Context: an optimization exercise on an open-source flow, tuned for small area and a short achievable clock period. The choices shown serve that exercise and are no tape-out recipe. The RTL was checked by simulation tests, not by an equivalence proof against the original design.

== run A ==
Design gemv_stream_engine, start of the top module:
module gemv_stream_engine (
  input  logic        clk,
  input  logic        rst_n,
  input  logic        start_i,
  input  logic        accum_i,
  input  logic [47:0] w_i,
  input  logic        a_valid_i,
  output logic        a_ready_o,
  input  logic [47:0] a_row_i,
  output logic        o_valid_o,
  input  logic        o_ready_i,
  output logic [15:0] o_data_o,
  output logic [1:0]  o_idx_o,
  output logic        busy_o,
  output logic        done_o,
  output logic        ovf_o
);
  logic [1:0]  state_q;
  logic [71:0] sel_q;      
  logic [71:0] sel_c;
  logic        accum_q;
  logic [1:0]  in_cnt_q;
  logic        ovf_q;
  logic        out_valid_q;
  logic [15:0] out_data_q;
  logic [1:0]  out_idx_q;
  logic [47:0] row_q;
  logic        s1_valid_q;
  logic        s2_valid_q;
  logic [1:0]  s2_idx_q;
  logic [34:0] s2a_q, s2b_q, s2c_q, s2d_q;
  logic [34:0] acc0_q, acc1_q, acc2_q;
  logic [2:0]  acc_vld_q;
  logic        st_idle, st_run, st_done;
  logic [1:0]  state_d;
  logic        out_valid_d;
  logic        run_q, run_nv_q;
  logic        adv_c, accept_c, start_ok_c, last_in_c, last_out_c;
  logic [1:0]  s1_idx_c;
  ...
Settings: LEC_CHECK=0, ABC_AREA=1, CAP_MARGIN=20, CORE_MARGIN=2, CORE_UTILIZATION=40, CTS_BUF_LIST=sky130_fd_sc_hd__clkbuf_8, CTS_CLUSTER_SIZE=40, SETUP_SLACK_MARGIN=4.75, SLEW_MARGIN=20, TNS_END_PERCENT=20, BUFFER_PORTS_ARGS=-buffer_cell sky130_fd_sc_hd__buf_4; clock period 9.0 ns.
standard.sh (not shown) runs the stock make flow with config.mk's settings and CLKGATE_MAP_FILE= SYNTH_SCRIPT=/design/flow/synth_recipe.tcl, a recipe that flattens the netlist after the stock synthesis.
==> flow/flow/run.sh <==
#!/bin/bash
# Standard layout with two changes:
#  - the port buffers that buffer_ports inserts are buf_4 instead of the tool's default
#    pick (a delay buffer), so the ports' buffers are fast;
#  - after the standard synthesis, flow/polarity.py chooses for each full adder whether it
#    works on true or complemented signals (a full adder is self-dual), which removes most
#    of the inverters that the adder extraction leaves between full adders. Registers and
#    all other cells are unchanged.
set -e
echo "export BUFFER_PORTS_ARGS = -buffer_cell sky130_fd_sc_hd__buf_4" >> config.mk
bash standard.sh synth > synth.log 2>&1
R=orfs/results/sky130hd/gemv_stream_engine/base
python3 flow/polarity.py $R/1_2_yosys.v $R/1_2_yosys_pol.v > polarity.log 2>&1
cp $R/1_2_yosys.v $R/1_2_yosys_std.v
cp $R/1_2_yosys_pol.v $R/1_2_yosys.v
rm -f $R/1_synth.odb $R/1_synth.sdc
bash standard.sh > standard.log 2>&1
Other scripts of this flow, unchanged in this note and not shown: flow/flow/polarity.py
Relative to run A, the following input files were edited for run B:
Settings: a change of CORE_UTILIZATION from 40 to 50; a change of BUFFER_PORTS_ARGS from -buffer_cell sky130_fd_sc_hd__buf_4 to -buffer_cell sky130_fd_sc_hd__buf_1; a change of ABC_AREA from 1 to 0; a change of CTS_CLUSTER_SIZE from 40 to 30.
==> flow/flow/run.sh <==
#!/bin/bash
# Standard layout with two changes:
#  - the port buffers that buffer_ports inserts are buf_1 instead of the tool's default
#    pick (a delay buffer), so the ports' buffers are fast;
#  - after the standard synthesis, flow/polarity.py chooses for each full adder whether it
#    works on true or complemented signals (a full adder is self-dual), which removes most
#    of the inverters that the adder extraction leaves between full adders. Registers and
#    all other cells are unchanged.
set -e
echo "export BUFFER_PORTS_ARGS = -buffer_cell sky130_fd_sc_hd__buf_1" >> config.mk
bash standard.sh synth > synth.log 2>&1
R=orfs/results/sky130hd/gemv_stream_engine/base
python3 flow/polarity.py $R/1_2_yosys.v $R/1_2_yosys_pol.v > polarity.log 2>&1
cp $R/1_2_yosys.v $R/1_2_yosys_std.v
cp $R/1_2_yosys_pol.v $R/1_2_yosys.v
rm -f $R/1_synth.odb $R/1_synth.sdc
bash standard.sh > standard.log 2>&1
- Run B: full flow OK, the timing, DRC and antenna checks passed
- Relative to run A, the first-iteration DRC count measured on run B has increased by more than half.
- Against run A as the reference, run B delivers a lower slew at the pin with the worst max-slew slack.
- Reported for run A and run B, I/O pin count turned out identical to the last digit.
- Looking at launching element of the worst setup path, the row_q[16] result is from run A; the in_cnt_q[0] one comes from run B.
- In the tables for run A and run B, sequential share of cell area reads higher with run A.
- Run B does worse than run A on area after synthesis.
- From run A to run B the numbers moved as follows: critical path depth moved up.
- Run A reports its termination of the worst setup path as s2d_q[14] while run B reports s2b_q[10].
Inputs modified between run B and run C:
Settings: a change of ABC_AREA from 0 to 1; a change of CORE_UTILIZATION from 50 to 40.
### Flow results
Diff run B -> run C | minimum period implied by the final worst setup slack | decrease of 0.027 ns. | utilization | run C vs run B | 11 points lower |. Run C ends up with a worst reg-to-reg path cell count that is 7 lower than in run B. Run B → run C: post-route cell area lower, setup slack higher.

gemv_stream_engine, a different RTL version from the one above (not shown whole).
For scale: roughly 3000 cells after synthesis, roughly 0.032 sq mm of cells after synthesis.
==> flow/config.mk <==
export PLATFORM = sky130hd
export DESIGN_NAME = gemv_stream_engine
export DESIGN_NICKNAME = gemv_stream_engine
export VERILOG_FILES = /design/flow/design.v
export SDC_FILE = /design/flow/constraint.sdc
export NUM_CORES = 4
export LEC_CHECK = 0
export ABC_AREA = 1
export CAP_MARGIN = 20
export CORE_MARGIN = 2
export CORE_UTILIZATION = 40
export CTS_BUF_LIST = sky130_fd_sc_hd__clkbuf_8
export CTS_CLUSTER_SIZE = 30
export SETUP_SLACK_MARGIN = 4.85
export SLEW_MARGIN = 20
export TNS_END_PERCENT = 5
export BUFFER_PORTS_ARGS = -buffer_cell sky130_fd_sc_hd__buf_4
==> flow/constraint.sdc <==
create_clock -name core_clock -period 9.0 [get_ports {clk}]
set_input_delay 1.8000 -clock core_clock [delete_from_list [all_inputs] [get_ports {clk}]]
set_output_delay 1.8000 -clock core_clock [all_outputs]
set_load 0.01 [all_outputs]
==> flow/flow/run.sh <==
#!/bin/bash
# Standard layout with two changes:
#  - the port buffers that buffer_ports inserts are buf_4 instead of the tool's default
#    pick (a delay buffer), so the ports' buffers are fast;
#  - after the standard synthesis, flow/polarity.py chooses for each full adder whether it
#    works on true or complemented signals (a full adder is self-dual), which removes most
#    of the inverters that the adder extraction leaves between full adders. Registers and
#    all other cells are unchanged.
set -e
echo "export BUFFER_PORTS_ARGS = -buffer_cell sky130_fd_sc_hd__buf_4" >> config.mk
bash standard.sh synth > synth.log 2>&1
R=orfs/results/sky130hd/gemv_stream_engine/base
python3 flow/polarity.py $R/1_2_yosys.v $R/1_2_yosys_pol.v > polarity.log 2>&1
cp $R/1_2_yosys.v $R/1_2_yosys_std.v
cp $R/1_2_yosys_pol.v $R/1_2_yosys.v
rm -f $R/1_synth.odb $R/1_synth.sdc
bash standard.sh > standard.log 2>&1
Other scripts of this flow, unchanged in this note and not shown: flow/flow/polarity.py
Then changed:
- SETUP_SLACK_MARGIN: 4.85 -> 4.75
- TNS_END_PERCENT: 5 -> 20
- wire length barely changes
- die area does not change
- design area stays flat
- maximum frequency fell by about 0.5%
Then changed:
- CTS_BUF_LIST: sky130_fd_sc_hd__clkbuf_8 -> sky130_fd_sc_hd__clkbuf_16
- CTS_CLUSTER_SIZE: 30 -> 40
- TNS_END_PERCENT: 20 -> 5
Effect: Count of clock-buffer cells in the layout is lower by 25. Cell count is lower by 0.98%. Worst hold slack stays flat. Final area is higher by 0.65%.
Then changed:
- CTS_BUF_LIST: sky130_fd_sc_hd__clkbuf_16 -> sky130_fd_sc_hd__clkbuf_8
- CTS_CLUSTER_SIZE: 40 -> 30
The new run completed without violations.
Wire length climbs by 0.50%.
Sequential share of layout area climbs by 0.15 points.
Hold slack barely changes.
Synthesized area does not change.

## onyx
RTL: one of the versions met above, not the one the previous note started from.
Size in the first run: roughly 32000 um^2 of cells after synthesis.
## gemv_stream_engine
module gemv_stream_engine (
  input  logic        clk,
  input  logic        rst_n,
  input  logic        start_i,
  input  logic        accum_i,
  input  logic [47:0] w_i,
  input  logic        a_valid_i,
  output logic        a_ready_o,
  input  logic [47:0] a_row_i,
  output logic        o_valid_o,
  input  logic        o_ready_i,
  output logic [15:0] o_data_o,
  output logic [1:0]  o_idx_o,
  output logic        busy_o,
  output logic        done_o,
  output logic        ovf_o
);
export LEC_CHECK = 0
export ABC_AREA = 1
export CAP_MARGIN = 20
export CORE_MARGIN = 2
export CORE_UTILIZATION = 55
export CTS_BUF_LIST = sky130_fd_sc_hd__clkbuf_8
export CTS_CLUSTER_SIZE = 30
export SETUP_SLACK_MARGIN = 4.75
export SLEW_MARGIN = 20
export TNS_END_PERCENT = 20
export BUFFER_PORTS_ARGS = -buffer_cell sky130_fd_sc_hd__buf_1
create_clock -name core_clock -period 9.0 [get_ports {clk}]
==> flow/flow/run.sh <==
#!/bin/bash
# Standard layout with two changes:
#  - the port buffers that buffer_ports inserts are buf_1 instead of the tool's default
#    pick (a delay buffer), so the ports' buffers are fast;
#  - after the standard synthesis, flow/polarity.py chooses for each full adder whether it
#    works on true or complemented signals (a full adder is self-dual), which removes most
#    of the inverters that the adder extraction leaves between full adders. Registers and
#    all other cells are unchanged.
set -e
echo "export BUFFER_PORTS_ARGS = -buffer_cell sky130_fd_sc_hd__buf_1" >> config.mk
bash standard.sh synth > synth.log 2>&1
R=orfs/results/sky130hd/gemv_stream_engine/base
python3 flow/polarity.py $R/1_2_yosys.v $R/1_2_yosys_pol.v > polarity.log 2>&1
cp $R/1_2_yosys.v $R/1_2_yosys_std.v
cp $R/1_2_yosys_pol.v $R/1_2_yosys.v
rm -f $R/1_synth.odb $R/1_synth.sdc
bash standard.sh > standard.log 2>&1
Other scripts of this flow, unchanged in this note and not shown: flow/flow/polarity.py
onyx finished all stages; the layout is clean.
### onyx -> juniper
Settings: a change of CORE_UTILIZATION from 55 to 40; a change of BUFFER_PORTS_ARGS from -buffer_cell sky130_fd_sc_hd__buf_1 to -buffer_cell sky130_fd_sc_hd__buf_4.
--- a/flow/flow/run.sh
+++ b/flow/flow/run.sh
@@ -1,5 +1,5 @@
 #!/bin/bash
 # Standard layout with two changes:
-#  - the port buffers that buffer_ports inserts are buf_1 instead of the tool's default
+#  - the port buffers that buffer_ports inserts are buf_4 instead of the tool's default
 #    pick (a delay buffer), so the ports' buffers are fast;
 #  - after the standard synthesis, flow/polarity.py chooses for each full adder whether it
@@ -8,5 +8,5 @@
 #    all other cells are unchanged.
 set -e
-echo "export BUFFER_PORTS_ARGS = -buffer_cell sky130_fd_sc_hd__buf_1" >> config.mk
+echo "export BUFFER_PORTS_ARGS = -buffer_cell sky130_fd_sc_hd__buf_4" >> config.mk
 bash standard.sh synth > synth.log 2>&1
 R=orfs/results/sky130hd/gemv_stream_engine/base
Notes after the runs:
Core utilization came out lower on juniper than on onyx.
juniper against onyx: total wire length decreased 1.7 mm; wire length of the first global-routing pass went down by about 2%; via count moved down.
Tap cell count (juniper vs. onyx) increases by more than a quarter
In the flow results for juniper and onyx, the post-layout instance area is larger on juniper.
Comparing onyx with juniper, the buffers plus inverters on the worst setup path came out essentially unchanged.
juniper went all the way through synthesis, placement and routing and the layout is clean on timing, DRC and antenna.
Relative to onyx, worst slew margin relative to its limit has decreased by 6.5 points in juniper.
Per the comparison of juniper with onyx, relative area change from synthesis to final layout +3.0 points.

==> separate check: timing with driven ports <==
No port has a modelled driver above. Below, the same layouts with a new extraction and two added sets of constraints. Step 1, drivers: a clkbuf_16 drives clk and a buf_2 each remaining input, both assumed. Step 2 times the ports against the registers' clock, not the clock port: input delays grow and output delays shrink by t, the midpoint of the rising clock arrivals with the driver on. Slacks: ideal / step 1 / step 2; pairs: ideal / step 1.
run | t, ns | setup slack, ns | hold slack, ns | latest minus earliest clock arrival (ns)
run A | 0.733 | 4.881 / 4.881 / 4.812 | 0.487 / 0.487 / 0.487 | 0.040 / 0.040
run B | 0.741 | 4.805 / 4.805 / 4.247 | 0.480 / 0.480 / 0.480 | 0.054 / 0.054
run C | 0.729 | 4.832 / 4.832 / 4.733 | 0.478 / 0.478 / 0.478 | 0.050 / 0.050
the first run of note 2 | 0.730 | 4.857 / 4.857 / 4.686 | 0.501 / 0.501 / 0.501 | 0.047 / 0.047
the second run of note 2 | 0.720 | 4.836 / 4.836 / 4.684 | 0.502 / 0.502 / 0.502 | 0.044 / 0.044
the third run of note 2 | 0.667 | 4.848 / 4.848 / 4.693 | 0.504 / 0.504 / 0.504 | 0.018 / 0.018
the fourth run of note 2 | 0.722 | 4.830 / 4.830 / 4.684 | 0.502 / 0.502 / 0.502 | 0.045 / 0.045
onyx | 0.716 | 4.785 / 4.785 / 4.541 | 0.480 / 0.480 / 0.480 | 0.037 / 0.037
juniper | 0.733 | 4.881 / 4.881 / 4.812 | 0.487 / 0.487 / 0.487 | 0.040 / 0.040
After both steps setup and hold are still met in every run listed. The setup slack of run B, which loses most, moves by 0.000 ns with the drivers and by -0.558 ns with both steps.
